Context: an optimization exercise on an open-source flow, tuned for small area and a short achievable clock period. The choices shown serve that exercise and are no tape-out recipe.
Where RTL was checked, it was by simulation tests only, not by an equivalence proof against the original.
Power is estimated from default activity; no workload was simulated.

north:
// rs_alu
module rs_alu (
  input  logic                 clk,
  input  logic                 rst,
  input  logic                 disp_valid,
  input  logic [TAG_W-1:0]     disp_src_a,
  input  logic [TAG_W-1:0]     disp_src_b,
  input  logic [TAG_W-1:0]     disp_dest,
  input  logic                 disp_rdy_a,
  input  logic                 disp_rdy_b,
  input  logic [DATA_W-1:0]    disp_imm,
  input  logic                 disp_dest_valid,
  input  logic [OP_W-1:0]      disp_alu_op,
  input  logic [SPECTAG_W-1:0] disp_spectag,
  input  logic                 disp_specbit,
  input  logic [AGE_W-1:0]     disp_age,
  input  logic [DLY_W-1:0]     disp_delay,
  input  logic                 br_valid,
  input  logic                 br_success,
  input  logic [SPECTAG_W-1:0] br_tag,
  output logic                 full,
  output logic                 issue_valid,
  output logic [TAG_W-1:0]     issue_src_a,
  output logic [TAG_W-1:0]     issue_src_b,
  output logic [TAG_W-1:0]     issue_dest,
  output logic [DATA_W-1:0]    issue_imm,
  output logic                 issue_dest_valid,
  output logic [OP_W-1:0]      issue_alu_op,
  output logic [SPECTAG_W-1:0] issue_spectag,
  output logic                 issue_specbit
);
clock: 7.5 ns
lec_check: 0
cap_margin: 20
core_margin: 2
core_utilization: 60
setup_slack_margin: 4.5
slew_margin: 20
tns_end_percent: 0
run.sh (not shown) runs the stock make flow with config.mk's settings and CLKGATE_MAP_FILE= SYNTH_SCRIPT=/design/flow/synth_recipe.tcl, a recipe that flattens the netlist after the stock synthesis.
north closes out successfully: all stages finished, all timing, DRC and antenna checks passed.
Setup changes, north to south
diff --git a/flow/config.mk b/flow/config.mk
--- a/flow/config.mk
+++ b/flow/config.mk
@@ -11 +11 @@
-export SETUP_SLACK_MARGIN = 4.5
+export SETUP_SLACK_MARGIN = 5.0
## What came out
Across south and north, the outcome is the same: a clean finish for every run.
south vs north, maximum frequency went down by 0.0025 GHz.
Delta (south minus north): transition time at the pin with the least slew margin dropped 36 ps; final clock period utilization by the worst path climbed 0.38 points; cell area after synthesis barely changed.
Via-per-instance ratio: south < north
Compared with north, south shows register-to-register slack lower by 30 ps.
The critical-path maximum fanout of south is lower than that of north.
On post-route cell area, the lower figure sits with south, not north.
south against north: first-iteration detailed-routing DRC count now sits higher; core utilization now sits lower.
What east does differently from south at the input level:
diff --git a/flow/config.mk b/flow/config.mk
--- a/flow/config.mk
+++ b/flow/config.mk
@@ -10,2 +10,2 @@
-export CORE_UTILIZATION = 60
-export SETUP_SLACK_MARGIN = 5.0
+export CORE_UTILIZATION = 40
+export SETUP_SLACK_MARGIN = 4.8
### Flow results
Final instance area: east higher than south. east: worst setup slack for register-to-register paths is 100 ps lower than what south reported. Compared with south, east shows a lower mean routed wirelength per cell. east against south; number of gates given a new drive strength after cts is down by more than 10%. Shortest clock period the worst path allows after layout | east above south.
Input changes introduced in west (baseline for comparison: east):
diff --git a/flow/config.mk b/flow/config.mk
--- a/flow/config.mk
+++ b/flow/config.mk
@@ -7,0 +8 @@
+export ABC_AREA = 1
@@ -13 +13,0 @@
-export TNS_END_PERCENT = 0
--- outcome ---
- Antenna diode count (west over east): decrease, 3
- Comparing east with west, the sequential cell count came out essentially unchanged.
- Least setup slack across all paths after layout: west higher than east
- Relative to east, the power measured on west has increased by a few percent.
- Compared with east, west shows a higher post-cts sizing count.
- Diff east -> west | post-synthesis average cell area | decrease of 19%
- west completed end to end with timing, DRC and antenna clean.
- met1 demand-to-capacity share in global routing up 1.2 points in west wrt east
- Area after synthesis, west vs east: up by a few percent
- [compare] base=east new=west: area share of and/or/nand/nor cells after synthesis +7.7 points; minimum period implied by the final worst setup slack decreased 160 ps; hold slack rose by 76 ps.
### west -> middle
diff --git a/flow/config.mk b/flow/config.mk
--- a/flow/config.mk
+++ b/flow/config.mk
@@ -8 +7,0 @@
-export ABC_AREA = 1
@@ -11,2 +10,2 @@
-export CORE_UTILIZATION = 40
-export SETUP_SLACK_MARGIN = 4.8
+export CORE_UTILIZATION = 60
+export SETUP_SLACK_MARGIN = 4.2
@@ -13,0 +13 @@
+export TNS_END_PERCENT = 0
--- outcome ---
On middle: synthesized netlist net count is 19% lower than what west gave. In middle, post-route cell area is lower than in west. Looking at mux cell area share after synthesis, middle sits above west. middle against west; power is down by a few percent. Synthesized instance count in middle is 651 below west. As of middle, number of clock-tree buffers in the layout had fallen slightly compared to west. middle: flow completed, timing, DRC and antenna clean. Looking at detailed placer's ending HPWL, middle sits 1400 microns lower than west does. For the global-route usage, middle came in 7.6 points higher than west did. Summary of middle over west: count of unique library cells instantiated by Yosys saw an increase; overall die area saw a decrease; worst hold slack saw a decrease.
Function was not checked in any run of this note: the RTL went through the layout flow alone.


Another version of the RTL of rs_alu (not shown whole).
Size: ~2,100 cells after synthesis.
Settings: LEC_CHECK=0, CAP_MARGIN=20, CORE_MARGIN=2, CORE_UTILIZATION=65, CTS_BUF_LIST=sky130_fd_sc_hd__clkbuf_8, CTS_CLUSTER_DIAMETER=60, CTS_CLUSTER_SIZE=14, PLACE_DENSITY=0.75, SETUP_SLACK_MARGIN=5.0, SLEW_MARGIN=20, TNS_END_PERCENT=0; clock period 7.5 ns.
standard.sh (not shown) runs the stock make flow with config.mk's settings and CLKGATE_MAP_FILE= SYNTH_SCRIPT=/design/flow/synth_recipe.tcl, a recipe that flattens the netlist after the stock synthesis.
==> flow/flow/run.sh <==
#!/bin/bash
# Standard layout, with plain buffers on the ports and sizing not tied to cell footprints.
set -euo pipefail
bash standard.sh BUFFER_PORTS_ARGS="-buffer_cell sky130_fd_sc_hd__buf_2" MATCH_CELL_FOOTPRINT=0 finish > flow_make.log 2>&1
Next try:
--- a/flow/config.mk
+++ b/flow/config.mk
@@ -8,9 +8,5 @@
 export CAP_MARGIN = 20
 export CORE_MARGIN = 2
-export CORE_UTILIZATION = 65
-export CTS_BUF_LIST = sky130_fd_sc_hd__clkbuf_8
-export CTS_CLUSTER_DIAMETER = 60
-export CTS_CLUSTER_SIZE = 14
-export PLACE_DENSITY = 0.75
+export CORE_UTILIZATION = 60
 export SETUP_SLACK_MARGIN = 5.0
 export SLEW_MARGIN = 20
Effect: The changed run produced a clean layout; setup slack improves by 0.071 ns; cell count climbs by a few percent; routed wire length goes up by a few percent; global-route usage is lower by 0.15 points; total power came out higher by about a fifth; flip-flop and latch count is unchanged; critical path depth came out lower by 1; final area came out higher by a few percent; count of clock-buffer cells in the layout rises by 34; worst hold slack loses 0.021 ns.


rs_alu with an RTL version that a note above also has.
Size: about 710 flip-flops, about 150 I/O pins.
export LEC_CHECK = 0
export CAP_MARGIN = 20
export CORE_MARGIN = 2
export CORE_UTILIZATION = 60
export SETUP_SLACK_MARGIN = 3.8
export SLEW_MARGIN = 20
export TNS_END_PERCENT = 0
create_clock -name core_clock -period 7.5 [get_ports {clk}]
run.sh (not shown) runs the stock make flow with config.mk's settings and CLKGATE_MAP_FILE= SYNTH_SCRIPT=/design/flow/synth_recipe.tcl, a recipe that flattens the netlist after the stock synthesis.
Stock flow here: none of the scripts above is used.
The baseline went through all stages and came out clean.
Change:
==> flow/flow/run.sh (new file) <==
#!/bin/bash
# Standard layout, with plain buffers on the ports and sizing not tied to cell footprints.
set -euo pipefail
bash standard.sh BUFFER_PORTS_ARGS="-buffer_cell sky130_fd_sc_hd__buf_2" MATCH_CELL_FOOTPRINT=0 finish > flow_make.log 2>&1
==> flow/standard.sh (new file) <==
#!/bin/bash
# synth_recipe.tcl (not shown) runs the flow's synth.tcl, then flattens the netlist and writes it again
# the make line also repeats each setting of config.mk as NAME=value (left out here)
make -C /OpenROAD-flow-scripts/flow DESIGN_CONFIG=/design/flow/config.mk WORK_HOME=/design/flow/orfs CLKGATE_MAP_FILE= SYNTH_SCRIPT=/design/flow/synth_recipe.tcl "${@:-finish}"
Settings changed: SETUP_SLACK_MARGIN 3.8 to 4.5.
removed: flow/run.sh
Result: Routed wire length rose by 9.3%. Global-route usage rose by 3.0 points. Final area rose by about 1.8%. Clock power fell by about 6%.
No functional check of the RTL was part of any run of this note.


## harbor
rs_alu, a different RTL version from the one above (not shown whole).
Size in the first run: roughly 2000 cells after synthesis, roughly 150 I/O pins, roughly 28000 µm² of cells after synthesis.
## rs_alu
module rs_alu (
  input  logic                 clk,
  input  logic                 rst,
  input  logic                 disp_valid,
  input  logic [TAG_W-1:0]     disp_src_a,
  input  logic [TAG_W-1:0]     disp_src_b,
  input  logic [TAG_W-1:0]     disp_dest,
  input  logic                 disp_rdy_a,
  input  logic                 disp_rdy_b,
  input  logic [DATA_W-1:0]    disp_imm,
  input  logic                 disp_dest_valid,
  input  logic [OP_W-1:0]      disp_alu_op,
  input  logic [SPECTAG_W-1:0] disp_spectag,
  input  logic                 disp_specbit,
  input  logic [AGE_W-1:0]     disp_age,
  input  logic [DLY_W-1:0]     disp_delay,
  input  logic                 br_valid,
  input  logic                 br_success,
  input  logic [SPECTAG_W-1:0] br_tag,
  output logic                 full,
  output logic                 issue_valid,
  output logic [TAG_W-1:0]     issue_src_a,
  output logic [TAG_W-1:0]     issue_src_b,
  output logic [TAG_W-1:0]     issue_dest,
  output logic [DATA_W-1:0]    issue_imm,
  output logic                 issue_dest_valid,
  output logic [OP_W-1:0]      issue_alu_op,
  output logic [SPECTAG_W-1:0] issue_spectag,
  output logic                 issue_specbit
);
  rs_pkg::rs_payload_t       disp_payload;
  logic [N_ENT*PL_W-1:0]     payloads;
  logic [N_ENT-1:0]          we;
  logic [N_ENT-1:0]          ready;
  logic [N_ENT-1:0]          busy;
  logic [N_ENT-1:0]          busy_nx;
  logic [N_ENT-1:0]          specbits;
  logic [N_ENT-1:0]          grant;
  logic                      any;
  logic [N_ENT*AGE_W-1:0]    ages;
  logic [TAG_W-1:0]          iss_dest;
  logic                      iss_dv;
  ...
==> flow/config.mk <==
export PLATFORM = sky130hd
export DESIGN_NAME = rs_alu
export DESIGN_NICKNAME = rs_alu
export VERILOG_FILES = /design/flow/design.v
export SDC_FILE = /design/flow/constraint.sdc
export NUM_CORES = 4
export LEC_CHECK = 0
export CAP_MARGIN = 20
export CORE_MARGIN = 2
export CORE_UTILIZATION = 60
export CTS_BUF_LIST = sky130_fd_sc_hd__clkbuf_16
export CTS_CLUSTER_DIAMETER = 100
export CTS_CLUSTER_SIZE = 20
export SETUP_SLACK_MARGIN = 4.7
export SLEW_MARGIN = 20
export TNS_END_PERCENT = 0
==> flow/constraint.sdc <==
create_clock -name core_clock -period 7.5 [get_ports {clk}]
set_input_delay 1.5000 -clock core_clock [delete_from_list [all_inputs] [get_ports {clk}]]
set_output_delay 1.5000 -clock core_clock [all_outputs]
set_load 0.01 [all_outputs]
standard.sh (not shown) runs the stock make flow with config.mk's settings and CLKGATE_MAP_FILE= SYNTH_SCRIPT=/design/flow/synth_recipe.tcl, a recipe that flattens the netlist after the stock synthesis.
==> flow/flow/run.sh <==
#!/bin/bash
# Standard layout, with plain buffers on the ports and sizing not tied to cell footprints.
set -euo pipefail
bash standard.sh BUFFER_PORTS_ARGS="-buffer_cell sky130_fd_sc_hd__buf_2" MATCH_CELL_FOOTPRINT=0 finish > flow_make.log 2>&1
harbor completed; timing, DRC and antenna clean
Setup changes, harbor to pepper
- CTS_CLUSTER_SIZE: 20 -> 24
- SETUP_SLACK_MARGIN: 4.7 -> 5.0
The final layout from pepper, which completed every stage, passed the timing, DRC and antenna checks at the end of the flow.
Re global routing usage on met2: harbor was higher than pepper.
A timing endpoint of the critical path of issue_src_b[1] is what harbor shows, while issue_src_b[5] belongs to pepper.
Delta (pepper minus harbor): relative slew slack now sits at about the same level, clock-pin slew on the worst setup and hold paths +20 ps.
pepper vs harbor — clock tree buffer count of the final layout dropped by more than 10%
The more densely filled core belongs to harbor, not pepper.
Inputs modified between pepper and zinc:
- a change of CTS_CLUSTER_SIZE from 24 to 20
--- outcome ---
Compared with pepper, in zinc achievable clock frequency went up, met2 global-route usage grew by 0.27 points. Compared with pepper, clock power in zinc increased by more than 10%. Number of global-route vias before repair sits higher in zinc than in pepper. zinc ends up with lower relative contribution of sequential cells to total power than pepper does. Looking at hold slack, zinc sits 17 ps above pepper. zinc vs pepper — count of clock-buffer cells in the layout rose 8.
Here is what was changed in the inputs of raven compared with zinc.
- changing CORE_UTILIZATION from 60 to 50
## What came out
zinc leaves more setup margin than raven. Global-route usage: raven vs zinc down 5.0 points. Comparing zinc and raven, the lower sequential share of layout area is on raven. In the metrics for zinc and raven, the one carrying the higher post-route worst hold slack is zinc. Between raven and zinc, the via count does not differ in any meaningful way. Diff zinc -> raven: floorplan die width rose by about 9%; synthesized area stayed essentially flat.

port drivers added, routing unchanged:
How much do the figures lean on ideal ports? The routed layouts below were timed once more, with nothing changed but the port constraints.
Step 1: set_driving_cell puts a clkbuf_16 on clk and a buf_2 on each other input, an assumption about the parent block.
Step 2 also shifts input and output timing later by t, the mid clock arrival at the registers, as if the neighbouring blocks saw the same clock.
Three values: ideal ports, drivers, drivers and shift; two values: the first two.
run | t (ns) | slack for setup (ns) | worst setup path after step 2 | worst data-port slew with drivers (ns) | cell pins on the clock port's net
north | 0.695 | 4.161 / 4.161 / 3.502 | input to register | 0.13 | 1
south | 0.690 | 4.133 / 4.133 / 3.495 | input to register | 0.14 | 1
east | 0.700 | 4.037 / 4.037 / 3.457 | input to register | 0.14 | 1
west | 0.692 | 4.199 / 4.135 / 4.101 | input to register | 0.12 | 1
middle | 0.678 | 4.000 / 3.977 / 3.353 | input to register | 0.11 | 1
the first run of note 2 | 0.780 | 4.134 / 4.118 / 3.440 | input to register | 0.10 | 1
the second run of note 2 | 0.683 | 4.204 / 4.204 / 3.609 | input to register | 0.11 | 1
the first run of note 3 | 0.689 | 3.577 / 3.577 / 3.049 | input to register | 0.15 | 1
the second run of note 3 | 0.685 | 4.163 / 4.163 / 3.614 | input to register | 0.15 | 1
harbor | 0.633 | 4.256 / 4.197 / 3.823 | input to register | 0.07 | 1
pepper | 0.694 | 4.193 / 4.136 / 3.748 | input to register | 0.07 | 1
zinc | 0.633 | 4.256 / 4.197 / 3.823 | input to register | 0.07 | 1
raven | 0.663 | 4.231 / 4.162 / 3.751 | input to register | 0.10 | 1
After both steps setup and hold are still met in every run listed. For the first run of note 2, which loses most, drivers alone change the setup slack by -0.016 ns; drivers and shift together by -0.694 ns.
